This design comes from an exercise in tuning for small area and a short achievable clock period on the open sky130 flow, not from production work.
RTL that was checked went through simulation tests only; none was proved equivalent to the original.
Power and IR drop assume default switching activity.

Setup of pine:
## stack_alu
module stack_alu #(
  parameter int DEPTH = 256,
  parameter int WIDTH = 4
) (
  input  logic             clk,
  input  logic             rst_n,
  input  logic [2:0]       opcode,
  input  logic [WIDTH-1:0] input_data,
  output logic [WIDTH-1:0] output_data,
  output logic             empty,
  output logic             full,
  output logic             overflow
);
  localparam logic [2:0] OP_PUSH = 3'b110;
  localparam logic [2:0] OP_POP  = 3'b111;
  localparam int MD = DEPTH - 3;          
  localparam int NL = 16;                 
  localparam int NR = 17;                 
  localparam int NM = NL * NR;            
  localparam int NW = (MD + NL - 1) / NL;   
  localparam int GR = 4;                  
  localparam int NP = (NW + GR - 1) / GR;
  localparam int M0 = NM - 4;             
  logic [NL-1:0]    lo;
  logic [NR-1:0]    hi;
  logic [WIDTH-1:0] mem [MD];
  logic [WIDTH-1:0] t_q, b_q;
  logic [WIDTH-1:0] c_part [NP];
  logic [WIDTH-1:0] c_val;
  logic [WIDTH-1:0] out_q;
  logic             ovf_q;
  logic             empty_q, nfull_q, ge2_q;
  logic             nempty_o, full_o;
  always_comb begin
    c_val = '0;
    for (int p = 0; p < NP; p++) c_val = c_val | c_part[p];
  end
  logic [NL-1:0] lo_n;
  logic [NR-1:0] hi_n;
  assign lo_n = ~lo;
  assign hi_n = ~hi;
  for (genvar i = 0; i < MD; i++) begin : g_wr
    localparam int MW = (i + NM - 1) % NM;
    logic we;
    stack_alu_nor2 u_we (.a(hi_n[MW / NL]), .b(lo_n[MW % NL]), .y(we));
    always_ff @(posedge clk) begin
      if (we) mem[i] <= c_val;
    end
  end
  logic [NW-1:0] row_n [WIDTH];           
  for (genvar w = 0; w < WIDTH; w++) begin : g_bit
    for (genvar h = 0; h < NW; h++) begin : g_row
      localparam int NS = (NL * h + NL > MD) ? MD - NL * h : NL;    
      localparam int NT = (NS + 2) / 3;                             
      logic [3*NT-1:0] s, d;
      logic [NT-1:0]   t_n;
      logic            x, y;
      for (genvar k = 0; k < 3 * NT; k++) begin : g_s
        if (k < NS) begin : g_live
          assign s[k] = lo[k];
          assign d[k] = mem[NL * h + k][w];
        end else begin : g_pad
          assign s[k] = 1'b0;
          assign d[k] = 1'b0;
        end
      end
      for (genvar t = 0; t < NT; t++) begin : g_t
        if (3 * t + 2 < NS) begin : g_full
          stack_alu_ao222n u_t (.s0(s[3*t]), .d0(d[3*t]), .s1(s[3*t+1]), .d1(d[3*t+1]),
  ...
For scale: ~2,300 cells after synthesis, ~1,100 flip-flops, roughly 16 I/O pins, roughly 40,000 um2 of cells after synthesis.
==> module stack_alu, before the edit <==
module stack_alu #(
  parameter int DEPTH = 256,
  parameter int WIDTH = 4
) (
  input  logic             clk,
  input  logic             rst_n,
  input  logic [2:0]       opcode,
  input  logic [WIDTH-1:0] input_data,
  output logic [WIDTH-1:0] output_data,
  output logic             empty,
  output logic             full,
  output logic             overflow
);
  localparam logic [2:0] OP_PUSH = 3'b110;
  localparam logic [2:0] OP_POP  = 3'b111;
  localparam int MD = DEPTH - 3;          
  localparam int NL = 16;                 
  localparam int NR = 17;                 
  localparam int NM = NL * NR;            
  localparam int NW = (MD + NL - 1) / NL;   
  localparam int GR = 4;                  
  localparam int NP = (NW + GR - 1) / GR;
  localparam int M0 = NM - 4;             
  logic [NL-1:0]    lo;
  logic [NR-1:0]    hi;
  logic [WIDTH-1:0] mem [MD];
  logic [WIDTH-1:0] t_q, b_q;
  logic [WIDTH-1:0] c_part [NP];
  logic [WIDTH-1:0] c_val;
  logic [WIDTH-1:0] out_q;
  logic             ovf_q;
  logic             empty_q, nfull_q, ge2_q;
  logic             nempty_o, full_o;
  always_comb begin
    c_val = '0;
    for (int p = 0; p < NP; p++) c_val = c_val | c_part[p];
  end
  logic [NL-1:0] lo_n;
  logic [NR-1:0] hi_n;
  assign lo_n = ~lo;
  assign hi_n = ~hi;
  for (genvar i = 0; i < MD; i++) begin : g_wr
    localparam int MW = (i + NM - 1) % NM;
    logic we;
    stack_alu_nor2 u_we (.a(hi_n[MW / NL]), .b(lo_n[MW % NL]), .y(we));
    always_ff @(posedge clk) begin
      if (we) mem[i] <= c_val;
    end
  end
  logic [NW-1:0] row_n [WIDTH];           
  for (genvar w = 0; w < WIDTH; w++) begin : g_bit
    for (genvar h = 0; h < NW; h++) begin : g_row
      localparam int NS = (NL * h + NL > MD) ? MD - NL * h : NL;    
      localparam int NT = (NS + 2) / 3;                             
      logic [3*NT-1:0] s, d;
      logic [NT-1:0]   t_n;
      logic            x, y;
      for (genvar k = 0; k < 3 * NT; k++) begin : g_s
        if (k < NS) begin : g_live
          assign s[k] = lo[k];
          assign d[k] = mem[NL * h + k][w];
        end else begin : g_pad
          assign s[k] = 1'b0;
          assign d[k] = 1'b0;
        end
      end
      for (genvar t = 0; t < NT; t++) begin : g_t
        if (3 * t + 2 < NS) begin : g_full
          stack_alu_ao222n u_t (.s0(s[3*t]), .d0(d[3*t]), .s1(s[3*t+1]), .d1(d[3*t+1]),
                                .s2(s[3*t+2]), .d2(d[3*t+2]), .y(t_n[t]));
        end else begin : g_part
          assign t_n[t] = ~((s[3*t] & d[3*t]) | (s[3*t+1] & d[3*t+1]) |
                            (s[3*t+2] & d[3*t+2]));
        end
      end
      stack_alu_nand3 u_x (.a(t_n[0]), .b(t_n[1]), .c(t_n[2]), .y(x));
      if (NT == 6) begin : g_six
        stack_alu_nand3 u_y (.a(t_n[3]), .b(t_n[4]), .c(t_n[5]), .y(y));
      end else begin : g_less
        assign y = ~&t_n[NT-1:3];
      end
      stack_alu_oa21n u_r (.a(x), .b(y), .c(hi[h]), .y(row_n[w][h]));
    end
  end
  logic [WIDTH-1:0] rd_part [NP];
  always_comb begin
    for (int p = 0; p < NP; p++)
      for (int w = 0; w < WIDTH; w++) begin
        rd_part[p][w] = 1'b0;
        for (int h = GR * p; h < GR * p + GR && h < NW; h++)
          rd_part[p][w] = rd_part[p][w] | ~row_n[w][h];
      end
  end
  logic signed [WIDTH-1:0] a, b;
  logic signed [WIDTH:0]   sum;
  logic                    add_ovf, mul_ovf;
  logic [WIDTH-1:0]        mul_r;
  logic [WIDTH-1:0]        alu_res;
  logic                    alu_ovf;
  assign a   = t_q;
  assign b   = b_q;
  assign sum = {b[WIDTH-1], b} + {a[WIDTH-1], a};
  stack_alu_mul u_mul (.a(a), .b(b), .r(mul_r), .ovf(mul_ovf));
  assign add_ovf = sum[WIDTH] ^ sum[WIDTH-1];
  assign alu_res = opcode[0] ? mul_r : sum[WIDTH-1:0];
  assign alu_ovf = opcode[0] ? mul_ovf : add_ovf;
  logic do_push, do_pop, do_arith, inc, dec;
  assign do_push  = (opcode == OP_PUSH) && nfull_q;
  assign do_pop   = (opcode == OP_POP) && !empty_q;
  assign do_arith = (opcode[2:1] == 2'b10) && ge2_q;
  assign inc = do_push;
  assign dec = do_pop || do_arith;
  logic eq1, eq255, ge3;
  assign eq1   = hi[(M0 + 1) / NL] && lo[(M0 + 1) % NL];
  assign eq255 = hi[(DEPTH - 5) / NL] && lo[(DEPTH - 5) % NL];
  assign ge3   = !(hi[M0 / NL] && (lo[M0 % NL] || lo[(M0 + 1) % NL] || lo[(M0 + 2) % NL]));
  always_ff @(posedge clk or negedge rst_n) begin
    if (!rst_n) begin
      lo       <= NL'(1) << (M0 % NL);
      hi       <= NR'(1) << (M0 / NL);
      out_q    <= '0;
      ovf_q    <= 1'b0;
      empty_q  <= 1'b1;
      nfull_q  <= 1'b1;
      ge2_q    <= 1'b0;
    end else begin
      if (opcode == OP_PUSH || opcode == OP_POP) ovf_q <= 1'b0;
      if (do_pop) out_q <= t_q;
      if (do_arith) begin
        out_q <= alu_res;
        ovf_q <= alu_ovf;
      end
      if (inc) begin
        lo       <= {lo[NL-2:0], lo[NL-1]};
        if (lo[NL-1]) hi <= {hi[NR-2:0], hi[NR-1]};
        empty_q  <= 1'b0;
        nfull_q  <= !eq255;
        ge2_q    <= !empty_q;
      end else if (dec) begin
        lo       <= {lo[0], lo[NL-1:1]};
        if (lo[0]) hi <= {hi[0], hi[NR-1:1]};
        empty_q  <= eq1;
        nfull_q  <= 1'b1;
        ge2_q    <= ge3;
      end
    end
  end
  always_ff @(posedge clk or negedge rst_n) begin
    if (!rst_n) begin
      nempty_o <= 1'b0;
      full_o   <= 1'b0;
    end else begin
      nempty_o <= inc || (dec ? !eq1 : !empty_q);
      full_o   <= inc ? eq255 : (!dec && !nfull_q);
    end
  end
  always_ff @(posedge clk) begin
    if (rst_n) begin
      if (inc) begin
        t_q <= input_data;
        b_q <= t_q;
        c_part[0] <= b_q;
        for (int p = 1; p < NP; p++) c_part[p] <= '0;
      end else if (dec) begin
        t_q <= do_arith ? alu_res : b_q;
        b_q <= c_val;
        for (int p = 0; p < NP; p++) c_part[p] <= rd_part[p];
      end
    end
  end
  assign output_data = out_q;
  assign overflow    = ovf_q;
  assign empty       = !nempty_o;
  assign full        = full_o;
endmodule
==> flow/config.mk <==
export PLATFORM = sky130hd
export DESIGN_NAME = stack_alu
export DESIGN_NICKNAME = stack_alu
export VERILOG_FILES = /design/flow/design.v
export SDC_FILE = /design/flow/constraint.sdc
export NUM_CORES = 4
export LEC_CHECK = 0
export ABC_CLOCK_PERIOD_IN_PS = 2500
export CAP_MARGIN = 30
export CORE_MARGIN = 2
export CORE_UTILIZATION = 40
export CTS_CLUSTER_DIAMETER = 80
export CTS_CLUSTER_SIZE = 30
export SETUP_SLACK_MARGIN = 4.88
export SLEW_MARGIN = 30
export SYNTH_HIERARCHICAL = 1
export SYNTH_MINIMUM_KEEP_SIZE = 0
==> flow/constraint.sdc <==
create_clock -name core_clock -period 7.5 [get_ports {clk}]
set_input_delay 1.5000 -clock core_clock [delete_from_list [all_inputs] [get_ports {clk}]]
set_output_delay 1.5000 -clock core_clock [all_outputs]
set_load 0.01 [all_outputs]
run.sh (not shown) runs the stock make flow with config.mk's settings and CLKGATE_MAP_FILE= SYNTH_SCRIPT=/design/flow/synth_recipe.tcl, a recipe that flattens the netlist after the stock synthesis.
#### Input delta (cedar over pine)
-- flow/design.v --
<<< pine, line 27
  logic [WIDTH-1:0] t_q, b_q;
  logic [WIDTH-1:0] c_part [NP];
  logic [WIDTH-1:0] c_val;
  logic [WIDTH-1:0] out_q;
>>> cedar, line 27
  logic [WIDTH-1:0] t_q, b_q;
  logic [WIDTH-1:0] c_part [NP];
  logic [WIDTH-1:0] c_push;
  logic             c_sel;
  logic [WIDTH-1:0] c_val;
  logic [WIDTH-1:0] out_q;
<<< pine, line 35
    c_val = '0;
    for (int p = 0; p < NP; p++) c_val = c_val | c_part[p];
  end
  logic [NL-1:0] lo_n;
>>> cedar, line 37
    c_val = '0;
    for (int p = 0; p < NP; p++) c_val = c_val | c_part[p];
    if (c_sel) c_val = c_push;
  end
  logic [NL-1:0] lo_n;
<<< pine, line 158
    if (rst_n) begin
      if (inc) begin
        t_q <= input_data;
        b_q <= t_q;
        c_part[0] <= b_q;
        for (int p = 1; p < NP; p++) c_part[p] <= '0;
      end else if (dec) begin
        t_q <= do_arith ? alu_res : b_q;
        b_q <= c_val;
        for (int p = 0; p < NP; p++) c_part[p] <= rd_part[p];
      end
>>> cedar, line 161
    if (rst_n) begin
      if (inc) begin
        t_q    <= input_data;
        b_q    <= t_q;
        c_push <= b_q;
        c_sel  <= 1'b1;
      end else if (dec) begin
        t_q    <= do_arith ? alu_res : b_q;
        b_q    <= c_val;
        c_sel  <= 1'b0;
        for (int p = 0; p < NP; p++) c_part[p] <= rd_part[p];
      end
### Flow results
When cedar is set beside pine, its combinational power turns out to be 15% smaller.
cedar vs. pine: part of the power in combinational logic lower, combined global-route utilization of all metal layers higher, global-route wire length before repair higher, final design instance area without fill higher.
cedar ended up with a higher routed wire length than pine did.
Relative to pine, the flip-flop and latch count measured on cedar has increased slightly.
Any difference in critical path data required time between cedar and pine is small enough to ignore.
In cedar the highest fanout seen on the critical path turned out 1 higher than in pine.
Row net count after synthesis: cedar higher / pine lower
Function not checked in cedar: the RTL went through the layout flow alone.

[re-timing with driven ports]
The flow's constraints put no driver on any port. The routed layouts listed below were extracted and timed again, unchanged, in two steps. Step 1 assumes that a clkbuf_16 drives the clock port and a buf_2 every other input. Step 2 adds t to the input delays and takes it off the output delays; t is the mean of the earliest and latest rising clock arrival at the registers after step 1. Input paths then give back, and output paths get back, about the clock's delay inside the block. Three values: ideal, step 1, step 2; two values: the first two.
run	t (ns)	setup slack, ns	clock arrival spread, ns	worst register clock-pin slew, ns	pins driven straight from the clock port
pine	0.690	4.831 / 4.758 / 4.326	0.028 / 0.027	0.11 / 0.11	1
cedar	0.703	4.755 / 4.687 / 4.249	0.036 / 0.035	0.12 / 0.12	1
After both steps every run listed still meets setup and hold. For cedar, which loses most, drivers alone change the setup slack by -0.068 ns; drivers and shift together by -0.506 ns.
